This is an optimization exercise on Yosys and OpenROAD, whose aim is small area, not a production implementation.
RTL that was checked went through simulation tests only; none was proved equivalent to the original.
Power and IR drop assume default switching activity.

==> flow/design.v <==
module coproc_lane_alu #(
    parameter int WIDTH  = 144,
    parameter int LANE_W = 8,
    parameter int DEPTH  = 4
) (
    input  logic                     clk,
    input  logic                     rst,
    input  logic [WIDTH-1:0]         din,
    input  logic                     din_valid,
    output logic                     din_ready,
    input  logic [2:0]               mode,
    input  logic [$clog2(DEPTH)-1:0] tap,
    input  logic                     clear,
    output logic [WIDTH-1:0]         dout,
    output logic                     dout_valid,
    input  logic                     dout_ready,
    output logic [15:0]              count
);
    localparam int LANES = WIDTH / LANE_W;
    logic [WIDTH-1:0] r_hist [0:DEPTH-1];
    logic [WIDTH-1:0] r_acc;
    logic [WIDTH-1:0] r_dout;
    logic [DEPTH-1:0] r_hv;           
    logic             r_av;           
    logic             r_dout_valid;
    logic [15:0]      r_count;
    logic             w_accept;
    logic             m_delay, m_add, m_sub, m_xor, m_acc;
    logic [WIDTH-1:0] w_a, w_b;
    logic [WIDTH-1:0] w_result;
    assign din_ready  = !r_dout_valid || dout_ready;
    assign w_accept   = din_valid && din_ready;
    assign dout       = r_dout;
    assign dout_valid = r_dout_valid;
    assign count      = r_count;
    assign m_delay = (mode == 3'd1);
    assign m_add   = (mode == 3'd2);
    assign m_sub   = (mode == 3'd3);
    assign m_xor   = (mode == 3'd4);
    assign m_acc   = (mode == 3'd5);
    logic s_h0, s_h0n, s_h1, s_h2, s_h3, s_acc;
    assign s_h0  = (m_add || m_xor || (m_delay && tap == 2'd0)) && !clear && r_hv[0];
    assign s_h0n = m_sub && !clear && r_hv[0];
    assign s_h1  = m_delay && tap == 2'd1 && !clear && r_hv[1];
    assign s_h2  = m_delay && tap == 2'd2 && !clear && r_hv[2];
    assign s_h3  = m_delay && tap == 2'd3 && !clear && r_hv[3];
    assign s_acc = m_acc && !clear && r_av;
    assign w_a = m_delay ? '0 : din;
    assign w_b = (r_hist[0] & {WIDTH{s_h0}}) | (~r_hist[0] & {WIDTH{s_h0n}}) | ({WIDTH{m_sub && !s_h0n}})
               | (r_hist[1] & {WIDTH{s_h1}}) | (r_hist[2] & {WIDTH{s_h2}}) | (r_hist[3] & {WIDTH{s_h3}})
               | (r_acc & {WIDTH{s_acc}});
    always_comb begin
        for (int l = 0; l < LANES; l++) begin
            logic [7:0] p, g, c;
            logic [7:0] G1, P1, G2, P2;
            for (int i = 0; i < 8; i++) begin
                p[i] = w_a[l*8+i] ^ w_b[l*8+i];
                g[i] = w_a[l*8+i] & w_b[l*8+i] & !m_xor;
            end
            g[0] = g[0] | (p[0] & m_sub);
            G1 = g; P1 = p;
            for (int i = 1; i < 8; i += 2) begin
                G1[i] = g[i] | (p[i] & g[i-1]);
                P1[i] = p[i] & p[i-1];
            end
            G2 = G1; P2 = P1;
            for (int j = 0; j < 8; j += 4) begin
                for (int i = j + 2; i < j + 4; i++) begin
                    G2[i] = G1[i] | (P1[i] & G1[j+1]);
                    P2[i] = P1[i] & P1[j+1];
                end
            end
            for (int i = 0; i < 8; i++) begin
                c[i] = (i < 4) ? G2[i] : (G2[i] | (P2[i] & G2[3]));
            end
            w_result[l*8]   = p[0] ^ m_sub;
            for (int i = 1; i < 8; i++) begin
                w_result[l*8+i] = p[i] ^ c[i-1];
            end
        end
    end
    always_ff @(posedge clk or negedge rst) begin
        if (!rst) begin
            r_dout_valid <= 1'b0;
        end else if (w_accept) begin
            r_dout_valid <= 1'b1;
        end else if (dout_ready) begin
            r_dout_valid <= 1'b0;
        end
    end
    always_ff @(posedge clk) begin
        if (w_accept) begin
            r_dout <= w_result;
        end
    end
    always_ff @(posedge clk) begin
        if (w_accept) begin
            for (int k = DEPTH - 1; k > 0; k--) begin
                r_hist[k] <= r_hist[k-1];
            end
            r_hist[0] <= din;
        end
    end
    always_ff @(posedge clk or negedge rst) begin
        if (!rst) begin
            r_hv <= '0;
        end else if (w_accept) begin
            r_hv <= {(clear ? {(DEPTH-1){1'b0}} : r_hv[DEPTH-2:0]), 1'b1};
        end else if (clear) begin
            r_hv <= '0;
        end
    end
    always_ff @(posedge clk) begin
        if (w_accept && m_acc) begin
            r_acc <= w_result;
        end
    end
    always_ff @(posedge clk or negedge rst) begin
        if (!rst) begin
            r_av <= 1'b0;
        end else if (w_accept && m_acc) begin
            r_av <= 1'b1;
        end else if (clear) begin
            r_av <= 1'b0;
        end
    end
    always_ff @(posedge clk or negedge rst) begin
        if (!rst) begin
            r_count <= '0;
        end else if (w_accept) begin
            r_count <= (clear ? 16'd0 : r_count) + 16'd1;
        end else if (clear) begin
            r_count <= '0;
        end
    end
endmodule
Settings: LEC_CHECK=0, CAP_MARGIN=20, CORE_MARGIN=2, CORE_UTILIZATION=40, SLEW_MARGIN=20; clock period 3.5 ns.
run.sh (not shown) runs the stock make flow with config.mk's settings and CLKGATE_MAP_FILE= SYNTH_SCRIPT=/design/flow/synth_recipe.tcl, a recipe that flattens the netlist after the stock synthesis.
The first run reached the layout checks and failed them: negative setup slack.
==> next run, changes <==
--- a/flow/design.v
+++ b/flow/design.v
@@ -36,48 +36,49 @@
     assign m_delay = (mode == 3'd1);
     assign m_add   = (mode == 3'd2);
     assign m_sub   = (mode == 3'd3);
     assign m_xor   = (mode == 3'd4);
     assign m_acc   = (mode == 3'd5);
-    logic s_h0, s_h0n, s_h1, s_h2, s_h3, s_acc;
+    logic s_din, s_h0, s_h0n, s_h1, s_h2, s_h3, s_acc;
+    assign s_din = !m_delay;
     assign s_h0  = (m_add || m_xor || (m_delay && tap == 2'd0)) && !clear && r_hv[0];
     assign s_h0n = m_sub && !clear && r_hv[0];
     assign s_h1  = m_delay && tap == 2'd1 && !clear && r_hv[1];
     assign s_h2  = m_delay && tap == 2'd2 && !clear && r_hv[2];
     assign s_h3  = m_delay && tap == 2'd3 && !clear && r_hv[3];
     assign s_acc = m_acc && !clear && r_av;
-    assign w_a = m_delay ? '0 : din;
-    assign w_b = (r_hist[0] & {WIDTH{s_h0}}) | (~r_hist[0] & {WIDTH{s_h0n}}) | ({WIDTH{m_sub && !s_h0n}})
-               | (r_hist[1] & {WIDTH{s_h1}}) | (r_hist[2] & {WIDTH{s_h2}}) | (r_hist[3] & {WIDTH{s_h3}})
-               | (r_acc & {WIDTH{s_acc}});
+    assign w_a = (din & {WIDTH{s_din}}) | (r_hist[1] & {WIDTH{s_h1}})
+               | (r_hist[2] & {WIDTH{s_h2}}) | (r_hist[3] & {WIDTH{s_h3}});
+    assign w_b = (r_hist[0] & {WIDTH{s_h0}}) | (~r_hist[0] & {WIDTH{s_h0n}}) | (r_acc & {WIDTH{s_acc}});
     always_comb begin
         for (int l = 0; l < LANES; l++) begin
-            logic [7:0] p, g, c;
-            logic [7:0] G1, P1, G2, P2;
+            logic [7:0] x, g, t, c;
+            logic [7:0] G1, T1, G2, T2;
             for (int i = 0; i < 8; i++) begin
-                p[i] = w_a[l*8+i] ^ w_b[l*8+i];
+                x[i] = w_a[l*8+i] ^ w_b[l*8+i];
                 g[i] = w_a[l*8+i] & w_b[l*8+i] & !m_xor;
+                t[i] = w_a[l*8+i] | w_b[l*8+i];
             end
-            g[0] = g[0] | (p[0] & m_sub);
-            G1 = g; P1 = p;
+            g[0] = g[0] | (t[0] & s_h0n);
+            G1 = g; T1 = t;
             for (int i = 1; i < 8; i += 2) begin
-                G1[i] = g[i] | (p[i] & g[i-1]);
-                P1[i] = p[i] & p[i-1];
+                G1[i] = g[i] | (t[i] & g[i-1]);
+                T1[i] = t[i] & t[i-1];
             end
-            G2 = G1; P2 = P1;
+            G2 = G1; T2 = T1;
             for (int j = 0; j < 8; j += 4) begin
                 for (int i = j + 2; i < j + 4; i++) begin
-                    G2[i] = G1[i] | (P1[i] & G1[j+1]);
-                    P2[i] = P1[i] & P1[j+1];
+                    G2[i] = G1[i] | (T1[i] & G1[j+1]);
+                    T2[i] = T1[i] & T1[j+1];
                 end
             end
             for (int i = 0; i < 8; i++) begin
-                c[i] = (i < 4) ? G2[i] : (G2[i] | (P2[i] & G2[3]));
+                c[i] = (i < 4) ? G2[i] : (G2[i] | (T2[i] & G2[3]));
             end
-            w_result[l*8]   = p[0] ^ m_sub;
+            w_result[l*8]   = x[0] ^ s_h0n;
             for (int i = 1; i < 8; i++) begin
-                w_result[l*8+i] = p[i] ^ c[i-1];
+                w_result[l*8+i] = x[i] ^ c[i-1];
             end
         end
     end
     always_ff @(posedge clk or negedge rst) begin
         if (!rst) begin
What happened:
- The changed run produced a clean layout
- global-route usage falls by 1.4 points
- area after synthesis rises by about 7%
- count of clock-buffer cells in the layout falls by 10
- worst hold slack gets better by 0.39 ns
- core utilization falls by 0.18 points
- critical path depth rises by 1
- synthesized cell count rises by about 10%
No functional check of the RTL was part of any run of this note.

========
== the reference run ==
Another version of the RTL of coproc_lane_alu (not shown whole).
Size in the first run: about 39000 um2 of cells after synthesis.
==> module coproc_lane_alu, before the edit <==
module coproc_lane_alu #(
    parameter int WIDTH  = 144,
    parameter int LANE_W = 8,
    parameter int DEPTH  = 4
) (
    input  logic                     clk,
    input  logic                     rst,
    input  logic [WIDTH-1:0]         din,
    input  logic                     din_valid,
    output logic                     din_ready,
    input  logic [2:0]               mode,
    input  logic [$clog2(DEPTH)-1:0] tap,
    input  logic                     clear,
    output logic [WIDTH-1:0]         dout,
    output logic                     dout_valid,
    input  logic                     dout_ready,
    output logic [15:0]              count
);
    localparam int LANES = WIDTH / LANE_W;
    logic [WIDTH-1:0] r_hist [0:DEPTH-1];
    logic [WIDTH-1:0] r_acc;
    logic [WIDTH-1:0] r_dout;
    logic [DEPTH-1:0] r_hv;           
    logic             r_av;           
    logic             r_dout_valid;
    logic [15:0]      r_count;
    logic             w_accept;
    logic             m_delay, m_add, m_sub, m_xor, m_acc;
    logic [WIDTH-1:0] w_a, w_b;
    logic [WIDTH-1:0] w_result;
    assign din_ready  = !r_dout_valid || dout_ready;
    assign w_accept   = din_valid && din_ready;
    assign dout       = r_dout;
    assign dout_valid = r_dout_valid;
    assign count      = r_count;
    assign m_delay = (mode == 3'd1);
    assign m_add   = (mode == 3'd2);
    assign m_sub   = (mode == 3'd3);
    assign m_xor   = (mode == 3'd4);
    assign m_acc   = (mode == 3'd5);
    logic s_din, s_h0, s_h0n, s_h1, s_h2, s_h3, s_acc;
    assign s_din = !m_delay;
    assign s_h0  = (m_add || m_xor || (m_delay && tap == 2'd0)) && !clear && r_hv[0];
    assign s_h0n = m_sub && !clear && r_hv[0];
    assign s_h1  = m_delay && tap == 2'd1 && !clear && r_hv[1];
    assign s_h2  = m_delay && tap == 2'd2 && !clear && r_hv[2];
    assign s_h3  = m_delay && tap == 2'd3 && !clear && r_hv[3];
    assign s_acc = m_acc && !clear && r_av;
    assign w_a = (din & {WIDTH{s_din}}) | (r_hist[1] & {WIDTH{s_h1}})
               | (r_hist[2] & {WIDTH{s_h2}}) | (r_hist[3] & {WIDTH{s_h3}});
    assign w_b = (r_hist[0] & {WIDTH{s_h0}}) | (~r_hist[0] & {WIDTH{s_h0n}}) | (r_acc & {WIDTH{s_acc}});
    always_comb begin
        for (int l = 0; l < LANES; l++) begin
            logic [7:0] g, t, c;
            logic [7:0] G1, T1, G2, T2;
            for (int i = 0; i < 8; i++) begin
                g[i] = w_a[l*8+i] & (w_b[l*8+i] & !m_xor);
                t[i] = w_a[l*8+i] | w_b[l*8+i];
            end
            g[0] = g[0] | (t[0] & s_h0n);
            G1 = g; T1 = t;
            for (int i = 1; i < 8; i += 2) begin
                G1[i] = g[i] | (t[i] & g[i-1]);
                T1[i] = t[i] & t[i-1];
            end
            G2 = G1; T2 = T1;
            for (int j = 0; j < 8; j += 4) begin
                for (int i = j + 2; i < j + 4; i++) begin
                    G2[i] = G1[i] | (T1[i] & G1[j+1]);
                    T2[i] = T1[i] & T1[j+1];
                end
            end
            for (int i = 0; i < 8; i++) begin
                c[i] = (i < 4) ? G2[i] : (G2[i] | (T2[i] & G2[3]));
            end
            w_result[l*8] = w_a[l*8] ^ (w_b[l*8] ^ s_h0n);
            for (int i = 1; i < 8; i++) begin
                w_result[l*8+i] = w_a[l*8+i] ^ (w_b[l*8+i] ^ c[i-1]);
            end
        end
    end
    always_ff @(posedge clk or negedge rst) begin
        if (!rst) begin
            r_dout_valid <= 1'b0;
        end else if (w_accept) begin
            r_dout_valid <= 1'b1;
        end else if (dout_ready) begin
            r_dout_valid <= 1'b0;
        end
    end
    always_ff @(posedge clk) begin
        if (w_accept) begin
            r_dout <= w_result;
        end
    end
    always_ff @(posedge clk) begin
        if (w_accept) begin
            for (int k = DEPTH - 1; k > 0; k--) begin
                r_hist[k] <= r_hist[k-1];
            end
            r_hist[0] <= din;
        end
    end
    always_ff @(posedge clk or negedge rst) begin
        if (!rst) begin
            r_hv <= '0;
        end else if (w_accept) begin
            r_hv <= {(clear ? {(DEPTH-1){1'b0}} : r_hv[DEPTH-2:0]), 1'b1};
        end else if (clear) begin
            r_hv <= '0;
        end
    end
    always_ff @(posedge clk) begin
        if (w_accept && m_acc) begin
            r_acc <= w_result;
        end
    end
    always_ff @(posedge clk or negedge rst) begin
        if (!rst) begin
            r_av <= 1'b0;
        end else if (w_accept && m_acc) begin
            r_av <= 1'b1;
        end else if (clear) begin
            r_av <= 1'b0;
        end
    end
    always_ff @(posedge clk or negedge rst) begin
        if (!rst) begin
            r_count <= '0;
        end else if (w_accept) begin
            r_count <= (clear ? 16'd0 : r_count) + 16'd1;
        end else if (clear) begin
            r_count <= '0;
        end
    end
endmodule
Settings: LEC_CHECK=0, CAP_MARGIN=20, CORE_MARGIN=2, CORE_UTILIZATION=55, GPL_TIMING_DRIVEN=0, SETUP_SLACK_MARGIN=0.1, SLEW_MARGIN=20; clock period 3.5 ns.
standard.sh (not shown) runs the stock make flow with config.mk's settings and CLKGATE_MAP_FILE= SYNTH_SCRIPT=/design/flow/synth_recipe.tcl, a recipe that flattens the netlist after the stock synthesis.
==> flow/flow/run.sh <==
#!/bin/bash
set -euo pipefail
export BUFFER_PORTS_ARGS="-buffer_cell sky130_fd_sc_hd__buf_1"
bash standard.sh > flow_make.log 2>&1
Input-level comparison between the trial run and the reference run:
-- flow/design.v --
<<< the reference run, line 39
    assign m_xor   = (mode == 3'd4);
    assign m_acc   = (mode == 3'd5);
    logic s_din, s_h0, s_h0n, s_h1, s_h2, s_h3, s_acc;
    assign s_din = !m_delay;
    assign s_h0  = (m_add || m_xor || (m_delay && tap == 2'd0)) && !clear && r_hv[0];
    assign s_h0n = m_sub && !clear && r_hv[0];
    assign s_h1  = m_delay && tap == 2'd1 && !clear && r_hv[1];
    assign s_h2  = m_delay && tap == 2'd2 && !clear && r_hv[2];
    assign s_h3  = m_delay && tap == 2'd3 && !clear && r_hv[3];
    assign s_acc = m_acc && !clear && r_av;
    assign w_a = (din & {WIDTH{s_din}}) | (r_hist[1] & {WIDTH{s_h1}})
               | (r_hist[2] & {WIDTH{s_h2}}) | (r_hist[3] & {WIDTH{s_h3}});
    assign w_b = (r_hist[0] & {WIDTH{s_h0}}) | (~r_hist[0] & {WIDTH{s_h0n}}) | (r_acc & {WIDTH{s_acc}});
    always_comb begin
        for (int l = 0; l < LANES; l++) begin
            logic [7:0] g, t, c;
            logic [7:0] G1, T1, G2, T2;
            for (int i = 0; i < 8; i++) begin
                g[i] = w_a[l*8+i] & (w_b[l*8+i] & !m_xor);
                t[i] = w_a[l*8+i] | w_b[l*8+i];
            end
            g[0] = g[0] | (t[0] & s_h0n);
            G1 = g; T1 = t;
            for (int i = 1; i < 8; i += 2) begin
                G1[i] = g[i] | (t[i] & g[i-1]);
                T1[i] = t[i] & t[i-1];
            end
            G2 = G1; T2 = T1;
            for (int j = 0; j < 8; j += 4) begin
                for (int i = j + 2; i < j + 4; i++) begin
                    G2[i] = G1[i] | (T1[i] & G1[j+1]);
                    T2[i] = T1[i] & T1[j+1];
                end
            end
            for (int i = 0; i < 8; i++) begin
                c[i] = (i < 4) ? G2[i] : (G2[i] | (T2[i] & G2[3]));
            end
            w_result[l*8] = w_a[l*8] ^ (w_b[l*8] ^ s_h0n);
            for (int i = 1; i < 8; i++) begin
                w_result[l*8+i] = w_a[l*8+i] ^ (w_b[l*8+i] ^ c[i-1]);
            end
        end
>>> the trial run, line 39
    assign m_xor   = (mode == 3'd4);
    assign m_acc   = (mode == 3'd5);
    logic s_go, s_dout, s_din, s_h0, s_h0n, s_h1, s_h2, s_h3, s_acc;
    assign s_go   = din_ready;
    assign s_dout = !din_ready;
    assign s_din = s_go && !m_delay;
    assign s_h0  = s_go && (m_add || m_xor || (m_delay && tap == 2'd0)) && !clear && r_hv[0];
    assign s_h0n = s_go && m_sub && !clear && r_hv[0];
    assign s_h1  = s_go && m_delay && tap == 2'd1 && !clear && r_hv[1];
    assign s_h2  = s_go && m_delay && tap == 2'd2 && !clear && r_hv[2];
    assign s_h3  = s_go && m_delay && tap == 2'd3 && !clear && r_hv[3];
    assign s_acc = s_go && m_acc && !clear && r_av;
    assign w_a = (din & {WIDTH{s_din}}) | (r_hist[1] & {WIDTH{s_h1}})
               | (r_hist[2] & {WIDTH{s_h2}}) | (r_hist[3] & {WIDTH{s_h3}});
    assign w_b = (r_hist[0] & {WIDTH{s_h0}}) | (~r_hist[0] & {WIDTH{s_h0n}}) | (r_acc & {WIDTH{s_acc}})
               | (r_dout & {WIDTH{s_dout}});
    always_comb begin
        for (int l = 0; l < LANES; l++) begin
            logic c;
            c = s_h0n;
            for (int i = 0; i < 8; i++) begin
                logic a, b;
                a = w_a[l*8+i];
                b = w_b[l*8+i];
                w_result[l*8+i] = a ^ (b ^ c);
                c = (a & (b & !m_xor)) | ((a | b) & c);
            end
        end
<<< the reference run, line 90
    end
    always_ff @(posedge clk) begin
        if (w_accept) begin
            r_dout <= w_result;
        end
    end
    always_ff @(posedge clk) begin
>>> the trial run, line 76
    end
    always_ff @(posedge clk) begin
        r_dout <= w_result;
    end
    always_ff @(posedge clk) begin
--- outcome ---
From the reference run to the trial run the numbers moved as follows: ratio of final minimum period to clock period increased 6.4 points, via count normalized by instance count went up, final setup TNS fell 290 ps.
Summary of the trial run over the reference run: global-route usage shows an increase of 2.9 points, buffer count excluding the clock tree in the final layout increased 196, post-synthesis simple-gate area fraction down 0.58 points.
From the logs: the trial run reached the end of the flow and failed the layout checks with negative setup slack.
The trial run vs. the reference run: worst path arrival time grew by 220 ps, sum of routed wire length over all layers has increased, highest fanout seen on the critical path lost 1, number of nets in the synthesized netlist went down by 1.5%.
Worst hold slack: the trial run vs the reference run down 25 ps
The lower total design power of the reference run and the trial run is in the reference run.
The trial run vs. the reference run: TritonCTS buffer count higher; final standard cell count with taps included and fillers excluded higher.
Function not checked in the trial run: the RTL went through the layout flow alone.

==> separate check: timing with driven ports <==
Ports are ideal in the flow. The routed layouts listed here were re-timed in OpenROAD. Step 1: set_driving_cell puts a clkbuf_16 on clk and a buf_2 on each other input, an assumption about the parent block. Step 2, shift: input delay + t, output delay - t, t = (earliest + latest rising clock arrival at the registers) / 2. This alone moves slack from input paths to output paths. Slacks: ideal ports / drivers / drivers and shift; pairs: ideal ports / drivers.
| run | t (ns) | setup WS [ns] | hold WS [ns] | worst setup path at the end | worst register clock-pin slew, ns | worst slew at a driven data input, ns |
|---|---|---|---|---|---|---|
| the first run of note 1 | 0.713 | -0.141 / -0.141 / -0.828 | 0.023 / -0.027 / 0.438 | input to register | 0.07 / 0.07 | 0.23 |
| the second run of note 1 | 0.741 | 0.058 / 0.106 / -0.635 | 0.412 / 0.360 / 0.439 | input to register | 0.06 / 0.06 | 0.18 |
| the reference run | 0.714 | 0.127 / 0.152 / -0.551 | 0.049 / 0.007 / 0.445 | input to register | 0.07 / 0.07 | 0.13 |
| the trial run | 0.718 | -0.098 / -0.098 / -0.732 | 0.025 / -0.002 / 0.444 | input to register | 0.07 / 0.07 | 0.13 |
With both steps, setup timing fails in the second run of note 1 and the reference run, where it was met with ideal ports. The setup slack of the second run of note 1, which loses most, moves by +0.048 ns with the drivers and by -0.693 ns with both steps.
